Source: an optimization exercise on an open RTL-to-GDS flow (aim: small area and few clock cycles per item). Production flows keep margins and buffers that such runs may drop.
Function was not checked in any run shown here: the RTL went through the layout flow alone.

==> flow/design.v, too long to show whole: its modules and the start of the top module <==
// module fp_mult_pipe: 1336 lines
// module fp_mult_fa: 10 lines
// module fp_mult_ha: 9 lines
// module fp_mult_bselt: 10 lines
// module fp_mult_add: 293 lines
module fp_mult_pipe #(
    parameter int EXP_W = 8,
    parameter int MAN_W = 23
) (
    input  logic                   clk,
    input  logic                   rst_n,
    input  logic                   in_valid,
    output logic                   in_ready,
    input  logic [EXP_W+MAN_W:0]   a,
    input  logic [EXP_W+MAN_W:0]   b,
    output logic                   out_valid,
    input  logic                   out_ready,
    output logic [EXP_W+MAN_W:0]   product,
    output logic [4:0]             flags
);
  // ...
==> flow/flow/run.sh <==
#!/bin/bash
# Standard layout with two changes: the port buffers are buf_2 cells, and right
# after synthesis every combinational cell is set to its smallest drive strength
# (the standard repair steps then size up what timing and slew need).
set -euo pipefail
export BUFFER_PORTS_ARGS="-buffer_cell sky130_fd_sc_hd__buf_2"
bash standard.sh synth > synth.log 2>&1
DS_ODB="$PWD/orfs/results/$FLOW_PLATFORM/fp_mult_pipe/base/1_synth.odb" \
DS_LIB="$FLOW_HOME/platforms/$FLOW_PLATFORM/lib/sky130_fd_sc_hd__tt_025C_1v80.lib" \
DS_MAP="$PWD/flow/downsize_map.txt" \
  openroad -no_init -exit flow/downsize.tcl > downsize.log 2>&1
export SKIP_GATE_CLONING=1
export POST_GLOBAL_PLACE_TCL="$PWD/flow/post_gpl.tcl"
bash standard.sh > standard.log 2>&1
==> flow/flow/downsize.tcl <==
# Replace every combinational cell by the smallest cell of the same function
# (same name but drive strength); the resizer later sizes up what timing needs.
set odb $::env(DS_ODB)
read_liberty $::env(DS_LIB)
read_db $odb
set map [dict create]
set f [open $::env(DS_MAP)]
while {[gets $f line] >= 0} {
  if {[llength $line] == 2} { dict set map [lindex $line 0] [lindex $line 1] }
}
close $f
set n 0
foreach inst [get_cells *] {
  set ref [get_property $inst ref_name]
  if {[dict exists $map $ref]} {
    replace_cell $inst [dict get $map $ref]
    incr n
  }
}
puts "downsize: replaced $n instances"
write_db $odb
==> flow/flow/downsize_map.txt <==
sky130_fd_sc_hd__a2111o_2 sky130_fd_sc_hd__a2111o_1
sky130_fd_sc_hd__a2111o_4 sky130_fd_sc_hd__a2111o_1
sky130_fd_sc_hd__a2111oi_1 sky130_fd_sc_hd__a2111oi_0
sky130_fd_sc_hd__a2111oi_2 sky130_fd_sc_hd__a2111oi_0
sky130_fd_sc_hd__a2111oi_4 sky130_fd_sc_hd__a2111oi_0
sky130_fd_sc_hd__a211o_2 sky130_fd_sc_hd__a211o_1
sky130_fd_sc_hd__a211o_4 sky130_fd_sc_hd__a211o_1
sky130_fd_sc_hd__a211oi_2 sky130_fd_sc_hd__a211oi_1
sky130_fd_sc_hd__a211oi_4 sky130_fd_sc_hd__a211oi_1
sky130_fd_sc_hd__a21bo_4 sky130_fd_sc_hd__a21bo_1
sky130_fd_sc_hd__a21boi_2 sky130_fd_sc_hd__a21boi_0
sky130_fd_sc_hd__a21boi_4 sky130_fd_sc_hd__a21boi_0
sky130_fd_sc_hd__a21o_2 sky130_fd_sc_hd__a21o_1
sky130_fd_sc_hd__a21o_4 sky130_fd_sc_hd__a21o_1
sky130_fd_sc_hd__a21oi_2 sky130_fd_sc_hd__a21oi_1
sky130_fd_sc_hd__a21oi_4 sky130_fd_sc_hd__a21oi_1
sky130_fd_sc_hd__a221o_2 sky130_fd_sc_hd__a221o_1
sky130_fd_sc_hd__a221o_4 sky130_fd_sc_hd__a221o_1
sky130_fd_sc_hd__a221oi_2 sky130_fd_sc_hd__a221oi_1
sky130_fd_sc_hd__a221oi_4 sky130_fd_sc_hd__a221oi_1
sky130_fd_sc_hd__a22o_2 sky130_fd_sc_hd__a22o_1
sky130_fd_sc_hd__a22o_4 sky130_fd_sc_hd__a22o_1
sky130_fd_sc_hd__a22oi_2 sky130_fd_sc_hd__a22oi_1
sky130_fd_sc_hd__a22oi_4 sky130_fd_sc_hd__a22oi_1
sky130_fd_sc_hd__a2bb2o_2 sky130_fd_sc_hd__a2bb2o_1
sky130_fd_sc_hd__a2bb2o_4 sky130_fd_sc_hd__a2bb2o_1
sky130_fd_sc_hd__a2bb2oi_2 sky130_fd_sc_hd__a2bb2oi_1
sky130_fd_sc_hd__a2bb2oi_4 sky130_fd_sc_hd__a2bb2oi_1
sky130_fd_sc_hd__a311o_2 sky130_fd_sc_hd__a311o_1
sky130_fd_sc_hd__a311o_4 sky130_fd_sc_hd__a311o_1
sky130_fd_sc_hd__a311oi_2 sky130_fd_sc_hd__a311oi_1
sky130_fd_sc_hd__a311oi_4 sky130_fd_sc_hd__a311oi_1
sky130_fd_sc_hd__a31o_4 sky130_fd_sc_hd__a31o_1
sky130_fd_sc_hd__a31oi_2 sky130_fd_sc_hd__a31oi_1
sky130_fd_sc_hd__a31oi_4 sky130_fd_sc_hd__a31oi_1
sky130_fd_sc_hd__a32o_2 sky130_fd_sc_hd__a32o_1
sky130_fd_sc_hd__a32o_4 sky130_fd_sc_hd__a32o_1
sky130_fd_sc_hd__a32oi_2 sky130_fd_sc_hd__a32oi_1
sky130_fd_sc_hd__a32oi_4 sky130_fd_sc_hd__a32oi_1
sky130_fd_sc_hd__a41o_2 sky130_fd_sc_hd__a41o_1
sky130_fd_sc_hd__a41o_4 sky130_fd_sc_hd__a41o_1
sky130_fd_sc_hd__a41oi_2 sky130_fd_sc_hd__a41oi_1
sky130_fd_sc_hd__a41oi_4 sky130_fd_sc_hd__a41oi_1
sky130_fd_sc_hd__and2_2 sky130_fd_sc_hd__and2_0
sky130_fd_sc_hd__and2_4 sky130_fd_sc_hd__and2_0
sky130_fd_sc_hd__and2b_2 sky130_fd_sc_hd__and2b_1
sky130_fd_sc_hd__and2b_4 sky130_fd_sc_hd__and2b_1
sky130_fd_sc_hd__and3_2 sky130_fd_sc_hd__and3_1
sky130_fd_sc_hd__and3_4 sky130_fd_sc_hd__and3_1
sky130_fd_sc_hd__and3b_2 sky130_fd_sc_hd__and3b_1
sky130_fd_sc_hd__and3b_4 sky130_fd_sc_hd__and3b_1
sky130_fd_sc_hd__and4_2 sky130_fd_sc_hd__and4_1
sky130_fd_sc_hd__and4_4 sky130_fd_sc_hd__and4_1
sky130_fd_sc_hd__and4b_2 sky130_fd_sc_hd__and4b_1
sky130_fd_sc_hd__and4b_4 sky130_fd_sc_hd__and4b_1
sky130_fd_sc_hd__and4bb_4 sky130_fd_sc_hd__and4bb_1
sky130_fd_sc_hd__maj3_2 sky130_fd_sc_hd__maj3_1
sky130_fd_sc_hd__maj3_4 sky130_fd_sc_hd__maj3_1
sky130_fd_sc_hd__mux2_4 sky130_fd_sc_hd__mux2_1
sky130_fd_sc_hd__mux2_8 sky130_fd_sc_hd__mux2_1
sky130_fd_sc_hd__mux2i_2 sky130_fd_sc_hd__mux2i_1
sky130_fd_sc_hd__mux2i_4 sky130_fd_sc_hd__mux2i_1
sky130_fd_sc_hd__mux4_1 sky130_fd_sc_hd__mux4_2
sky130_fd_sc_hd__mux4_4 sky130_fd_sc_hd__mux4_2
sky130_fd_sc_hd__nand2_2 sky130_fd_sc_hd__nand2_1
sky130_fd_sc_hd__nand2_4 sky130_fd_sc_hd__nand2_1
sky130_fd_sc_hd__nand2_8 sky130_fd_sc_hd__nand2_1
sky130_fd_sc_hd__nand2b_2 sky130_fd_sc_hd__nand2b_1
sky130_fd_sc_hd__nand2b_4 sky130_fd_sc_hd__nand2b_1
sky130_fd_sc_hd__nand3_2 sky130_fd_sc_hd__nand3_1
sky130_fd_sc_hd__nand3_4 sky130_fd_sc_hd__nand3_1
sky130_fd_sc_hd__nand3b_2 sky130_fd_sc_hd__nand3b_1
sky130_fd_sc_hd__nand3b_4 sky130_fd_sc_hd__nand3b_1
sky130_fd_sc_hd__nand4_2 sky130_fd_sc_hd__nand4_1
sky130_fd_sc_hd__nand4_4 sky130_fd_sc_hd__nand4_1
sky130_fd_sc_hd__nand4b_2 sky130_fd_sc_hd__nand4b_1
sky130_fd_sc_hd__nand4b_4 sky130_fd_sc_hd__nand4b_1
sky130_fd_sc_hd__nand4bb_2 sky130_fd_sc_hd__nand4bb_1
sky130_fd_sc_hd__nand4bb_4 sky130_fd_sc_hd__nand4bb_1
sky130_fd_sc_hd__nor2_2 sky130_fd_sc_hd__nor2_1
sky130_fd_sc_hd__nor2_4 sky130_fd_sc_hd__nor2_1
sky130_fd_sc_hd__nor2_8 sky130_fd_sc_hd__nor2_1
sky130_fd_sc_hd__nor2b_2 sky130_fd_sc_hd__nor2b_1
sky130_fd_sc_hd__nor2b_4 sky130_fd_sc_hd__nor2b_1
sky130_fd_sc_hd__nor3_2 sky130_fd_sc_hd__nor3_1
sky130_fd_sc_hd__nor3_4 sky130_fd_sc_hd__nor3_1
sky130_fd_sc_hd__nor3b_2 sky130_fd_sc_hd__nor3b_1
sky130_fd_sc_hd__nor3b_4 sky130_fd_sc_hd__nor3b_1
sky130_fd_sc_hd__nor4_2 sky130_fd_sc_hd__nor4_1
sky130_fd_sc_hd__nor4_4 sky130_fd_sc_hd__nor4_1
sky130_fd_sc_hd__nor4b_2 sky130_fd_sc_hd__nor4b_1
sky130_fd_sc_hd__nor4b_4 sky130_fd_sc_hd__nor4b_1
sky130_fd_sc_hd__nor4bb_2 sky130_fd_sc_hd__nor4bb_1
sky130_fd_sc_hd__nor4bb_4 sky130_fd_sc_hd__nor4bb_1
sky130_fd_sc_hd__o2111a_2 sky130_fd_sc_hd__o2111a_1
sky130_fd_sc_hd__o2111a_4 sky130_fd_sc_hd__o2111a_1
sky130_fd_sc_hd__o2111ai_2 sky130_fd_sc_hd__o2111ai_1
sky130_fd_sc_hd__o2111ai_4 sky130_fd_sc_hd__o2111ai_1
sky130_fd_sc_hd__o211a_4 sky130_fd_sc_hd__o211a_1
sky130_fd_sc_hd__o211ai_2 sky130_fd_sc_hd__o211ai_1
sky130_fd_sc_hd__o211ai_4 sky130_fd_sc_hd__o211ai_1
sky130_fd_sc_hd__o21a_2 sky130_fd_sc_hd__o21a_1
sky130_fd_sc_hd__o21a_4 sky130_fd_sc_hd__o21a_1
sky130_fd_sc_hd__o21ai_2 sky130_fd_sc_hd__o21ai_0
sky130_fd_sc_hd__o21ai_4 sky130_fd_sc_hd__o21ai_0
sky130_fd_sc_hd__o21ba_4 sky130_fd_sc_hd__o21ba_1
sky130_fd_sc_hd__o21bai_2 sky130_fd_sc_hd__o21bai_1
sky130_fd_sc_hd__o21bai_4 sky130_fd_sc_hd__o21bai_1
sky130_fd_sc_hd__o221a_4 sky130_fd_sc_hd__o221a_1
sky130_fd_sc_hd__o221ai_2 sky130_fd_sc_hd__o221ai_1
sky130_fd_sc_hd__o221ai_4 sky130_fd_sc_hd__o221ai_1
sky130_fd_sc_hd__o22a_2 sky130_fd_sc_hd__o22a_1
sky130_fd_sc_hd__o22a_4 sky130_fd_sc_hd__o22a_1
sky130_fd_sc_hd__o22ai_2 sky130_fd_sc_hd__o22ai_1
sky130_fd_sc_hd__o22ai_4 sky130_fd_sc_hd__o22ai_1
sky130_fd_sc_hd__o2bb2a_2 sky130_fd_sc_hd__o2bb2a_1
sky130_fd_sc_hd__o2bb2a_4 sky130_fd_sc_hd__o2bb2a_1
sky130_fd_sc_hd__o2bb2ai_2 sky130_fd_sc_hd__o2bb2ai_1
sky130_fd_sc_hd__o2bb2ai_4 sky130_fd_sc_hd__o2bb2ai_1
sky130_fd_sc_hd__o311a_2 sky130_fd_sc_hd__o311a_1
sky130_fd_sc_hd__o311a_4 sky130_fd_sc_hd__o311a_1
sky130_fd_sc_hd__o311ai_2 sky130_fd_sc_hd__o311ai_0
sky130_fd_sc_hd__o311ai_4 sky130_fd_sc_hd__o311ai_0
sky130_fd_sc_hd__o31a_2 sky130_fd_sc_hd__o31a_1
sky130_fd_sc_hd__o31a_4 sky130_fd_sc_hd__o31a_1
sky130_fd_sc_hd__o31ai_2 sky130_fd_sc_hd__o31ai_1
sky130_fd_sc_hd__o31ai_4 sky130_fd_sc_hd__o31ai_1
sky130_fd_sc_hd__o32a_2 sky130_fd_sc_hd__o32a_1
sky130_fd_sc_hd__o32a_4 sky130_fd_sc_hd__o32a_1
sky130_fd_sc_hd__o32ai_2 sky130_fd_sc_hd__o32ai_1
sky130_fd_sc_hd__o32ai_4 sky130_fd_sc_hd__o32ai_1
sky130_fd_sc_hd__o41a_2 sky130_fd_sc_hd__o41a_1
sky130_fd_sc_hd__o41a_4 sky130_fd_sc_hd__o41a_1
sky130_fd_sc_hd__o41ai_2 sky130_fd_sc_hd__o41ai_1
sky130_fd_sc_hd__o41ai_4 sky130_fd_sc_hd__o41ai_1
sky130_fd_sc_hd__or2_4 sky130_fd_sc_hd__or2_0
sky130_fd_sc_hd__or2b_2 sky130_fd_sc_hd__or2b_1
sky130_fd_sc_hd__or2b_4 sky130_fd_sc_hd__or2b_1
sky130_fd_sc_hd__or3_2 sky130_fd_sc_hd__or3_1
sky130_fd_sc_hd__or3_4 sky130_fd_sc_hd__or3_1
sky130_fd_sc_hd__or3b_4 sky130_fd_sc_hd__or3b_1
sky130_fd_sc_hd__or4_2 sky130_fd_sc_hd__or4_1
sky130_fd_sc_hd__or4_4 sky130_fd_sc_hd__or4_1
sky130_fd_sc_hd__or4b_4 sky130_fd_sc_hd__or4b_1
sky130_fd_sc_hd__or4bb_2 sky130_fd_sc_hd__or4bb_1
sky130_fd_sc_hd__or4bb_4 sky130_fd_sc_hd__or4bb_1
sky130_fd_sc_hd__sdlclkp_2 sky130_fd_sc_hd__sdlclkp_1
sky130_fd_sc_hd__sdlclkp_4 sky130_fd_sc_hd__sdlclkp_1
sky130_fd_sc_hd__xnor2_2 sky130_fd_sc_hd__xnor2_1
sky130_fd_sc_hd__xnor2_4 sky130_fd_sc_hd__xnor2_1
sky130_fd_sc_hd__xnor3_2 sky130_fd_sc_hd__xnor3_1
sky130_fd_sc_hd__xnor3_4 sky130_fd_sc_hd__xnor3_1
sky130_fd_sc_hd__xor2_2 sky130_fd_sc_hd__xor2_1
sky130_fd_sc_hd__xor2_4 sky130_fd_sc_hd__xor2_1
sky130_fd_sc_hd__xor3_2 sky130_fd_sc_hd__xor3_1
sky130_fd_sc_hd__xor3_4 sky130_fd_sc_hd__xor3_1
==> flow/flow/post_gpl.tcl <==
# After timing-driven global placement: take out the buffers it inserted
# (the port buffers stay); the resize and CTS repair steps add back what
# slew, capacitance and timing need.
set bufs [get_cells -quiet place*]
puts "post_gpl: removing [llength $bufs] placement buffers"
if { [llength $bufs] > 0 } {
  remove_buffers $bufs
}
==> flow/standard.sh <==
#!/bin/bash
# synth_recipe.tcl (not shown) runs the flow's synth.tcl, then flattens the netlist and writes it again
# the make line also repeats each setting of config.mk as NAME=value (left out here)
make -C /OpenROAD-flow-scripts/flow DESIGN_CONFIG=/design/flow/config.mk WORK_HOME=/design/flow/orfs CLKGATE_MAP_FILE= SYNTH_SCRIPT=/design/flow/synth_recipe.tcl "${@:-finish}"
==> flow/config.mk <==
export PLATFORM = sky130hd
export DESIGN_NAME = fp_mult_pipe
export DESIGN_NICKNAME = fp_mult_pipe
export VERILOG_FILES = /design/flow/design.v
export SDC_FILE = /design/flow/constraint.sdc
export NUM_CORES = 4
export LEC_CHECK = 0
export CAP_MARGIN = 20
export CORE_MARGIN = 2
export CORE_UTILIZATION = 40
export GPL_TIMING_DRIVEN = 1
export SETUP_SLACK_MARGIN = 0.05
export SLEW_MARGIN = 20
export SYNTH_HIERARCHICAL = 1
==> flow/constraint.sdc <==
create_clock -name core_clock -period 7.5 [get_ports {clk}]
set_input_delay 1.5000 -clock core_clock [delete_from_list [all_inputs] [get_ports {clk}]]
set_output_delay 1.5000 -clock core_clock [all_outputs]
set_load 0.01 [all_outputs]
==> impl_metrics.ini, run 1 <==
[sta]
timing.fmax_mhz = 137
worst_slack_ps = 180
final.period_utilization_pct = 97.6
setup_viol_count_final = 0
period_minus_slack_ps = 7320
tns_ps = 0

[finish]
reg_top3 = p_r (26), e_r (9)
mostFrequentLayoutCell = xnor2_1
bufAreaShareNonClock_pct = 2.15
n_sequential_cell = 41
nets = 2058
dominant-cell-class = multi-input gates
nClkBuffers = 6
largest_register_ff_count = 26
fin_util_pct = 44.2

[floorplan]
nWellTaps = 525
initial_core_util_pct = 40.5

[grt]
grt_overflow = 0

[detailed_routing]
wl_met2_mm = 25.6
drt-total-wl_mm = 56.3
ant_nets = 0
wl_met1_mm = 22.7

[place]
placed_cell_area_um2 = 16900
placedCellCount = 2121

[setup_path]
endpoint_kind = flop
startpoint = b[15]
path_cells = xor2_4, a22oi_1, xnor2_1, fa_1, fa_1, fa_1, fa_1, fa_1, ha_1, a21oi_1, o21bai_1, a221o_1, a211o_1, a221oi_1, a21oi_1, a21oi_1, xnor2_1

[run_status]
status = no timing/DRC/antenna violations

[yosys]
synth_warnings = 7

[run]
drv_cap = 0

[clock_tree]
postCtsHoldBufs = 0
==> inputs of run 2 (changes only) <==
==> flow/flow/post_gpl.tcl (replaced) <==
# After timing-driven global placement: take out the buffers it inserted
# (named place*); the port buffers (input*, output*) stay. The resize and CTS
# repair steps add back what slew, capacitance and timing need.
set names {}
foreach inst [get_cells -quiet place*] {
  lappend names [get_full_name $inst]
}
puts "post_gpl: removing [llength $names] placement buffers"
if { [llength $names] > 0 } {
  remove_buffers {*}$names
}
puts "post_gpl: port buffers kept: [llength [get_cells -quiet input*]] input, [llength [get_cells -quiet output*]] output"
==> impl_metrics.ini, run 2 <==
[run_status]
status = no timing/DRC/antenna violations

[grt]
grt_usage_pct = 27.1
antenna_found_initial = 0
grt_pass1_vias = 14623
grt_overflow = 0
grt_max_degree = 43
grt_pass1_wl_mm = 87.2

[setup_path]
start_kind = input pin
arrival_ps = 7340
critPathKind = in -> reg
crit_fanout = 27
endpoint_kind = flop
cp.required_ps = 7530

[floorplan]
die_y_um = 205
rows = 73
coreArea_um2 = 39700
initial_core_util_pct = 40.5
die_w_um = 205
die_area_um2 = 41800
io_pins = 107

[yosys]
syn_nets = 2056
synth.avg_cell_area_um2 = 9.82
syn_area_um2 = 16100
synthesis.instances = 1637
synth_warnings = 7

[detailed_routing]
drtPass1Iterations = 6
drc = 0
wl_per_cell_um = 25.2
drt-total-wl_mm = 58.7
ant_nets = 0
via_per_inst = 6.33
drt_iter0_markers = 1635
via_count = 14748

[finish]
area_growth_pct = 18.6
mostFrequentLayoutCell = xnor2_1
layout.cells.most_common_list = 288 x xnor2_1, 266 x fa_1, 264 x a22oi_1, 91 x buf_2
largest_register_ff_count = 26
nets = 2223
n_antenna_cell = 0
reg_top3 = p_r (26), e_r (9)
final_layout_size_suffix_gt1_share_pct = 16.2
fin_area_um2 = 19100
largest_register = p_r

[sta]
final-max-slew-violation-count = 0
rsz0062_at_grt = no
skew_ps = 10.2
hold_viol_final = 0
worstMarginPinSlew_ps = 1110
tns_ps = 0
hold-worst-slack_ps = 973
relSlewSlack_pct = 24.9
final.period_utilization_pct = 97.4
period_minus_slack_ps = 7300
setup_viol_count_final = 0
timing.fmax_mhz = 137

[place]
placed_cell_area_um2 = 17400
port_buffers = 106
dp_hpwl_mm = 39.5

[clock_tree]
postCtsHoldBufs = 0
cts_made_buffers = 5
h-tree-depth = 2
cts_tree = yes
path_clk_slew_ps = 60
clock_path_buffers = 2
cts_num_sinks = 41
ctsRootBufferMaster = clkbuf_16
clk_latency_ps = 290

[worst_hold_path]
min_path_type = in -> async

[run]
drv_cap = 0
-- run 2: cell type report --
type,instances,area (um2)
well taps,525,657
repair buffers,203,1740
flip-flops and latches,41,1230
fillers,3745,20700
multi-input cells,1491,15000
inverters,62,255
clock inverters,3,65.1
clock buffers,5,125
-- run 2: through the flow --
stage,setup slack (ps),instances,utilization [%]
final,195,2330,48.0
after global routing,39.2,2330,48.0
after CTS,11.2,2294,46.3
after detailed placement,-2120,2227,43.8
after global placement,-66.3,2373,46.8
after floorplan,66.8,1637,-
-- run 2: metal layers --
layer	share of wire, %	wire, um	global-route usage (%)
met5	0	0	0
met4	3.2	1880	8.67
met3	11	6240	5.25
met2	45	26600	43.0
met1	41	23900	37.5
-- run 2: repair_timing --
item                       in CTS  in global routing
pin swaps                      21                 33
setup endpoints to repair      58                 54
gates resized for setup        58                 66
setup buffers                  59                 36
-- run 2: path summary, 6_finish.rpt --
check / from / endpoint / slack, ps / depth (start not counted)
min in group core_clock: v_r / v_r / 1220 / 2
max in group asynchronous: rst_n / v_r / 6440 / 1
worst min-delay path: rst_n / v_r / 970 / 1
worst min register to register: v_r / v_r / 1220 / 2
worst max register to register: v_r / f_r / 5980 / 1
worst max-delay path: a[10] / p_r[45] / 200 / 18
-- run 2: worst max-delay path: stages --
cell and delay [ps]:
buf_2 550, a22oi_1 240, xnor2_1 290, fa_1 520
fa_2 520, fa_1 450, fa_1 510, fa_1 590
ha_4 230, a21oi_1 120, o21ai_1 160, a221o_1 390
a211o_1 360, buf_4 170, a221oi_4 290, nor2b_4 210
o21bai_1 80, xor2_1 150

-- static timing again, ports no longer ideal --
No port has a modelled driver above. Below, the same layouts with a new extraction and two added sets of constraints.
Step 1 sets driving cells, clkbuf_16 on the clock port and buf_2 on the other inputs (assumed; they add their load-dependent delay and slew).
Step 2 also shifts input and output timing later by t, the mid clock arrival at the registers, as if the neighbouring blocks saw the same clock.
Slacks: ideal / step 1 / step 2; pairs: ideal / step 1.
run	shift t [ns]	slack for setup (ns)	hold WS [ns]	worst setup path at the end	latest minus earliest clock arrival (ns)
run 1	0.319	0.180 / -0.910 / -1.229	0.902 / 0.877 / 1.023	input to register	0.012 / 0.012
run 2	0.327	0.195 / 0.192 / -0.135	0.973 / 0.951 / 1.216	input to register	0.010 / 0.010
With both steps, setup timing fails in run 1 and run 2, where it was met with ideal ports. For run 1, which loses most, drivers alone change the setup slack by -1.090 ns; drivers and shift together by -1.409 ns.
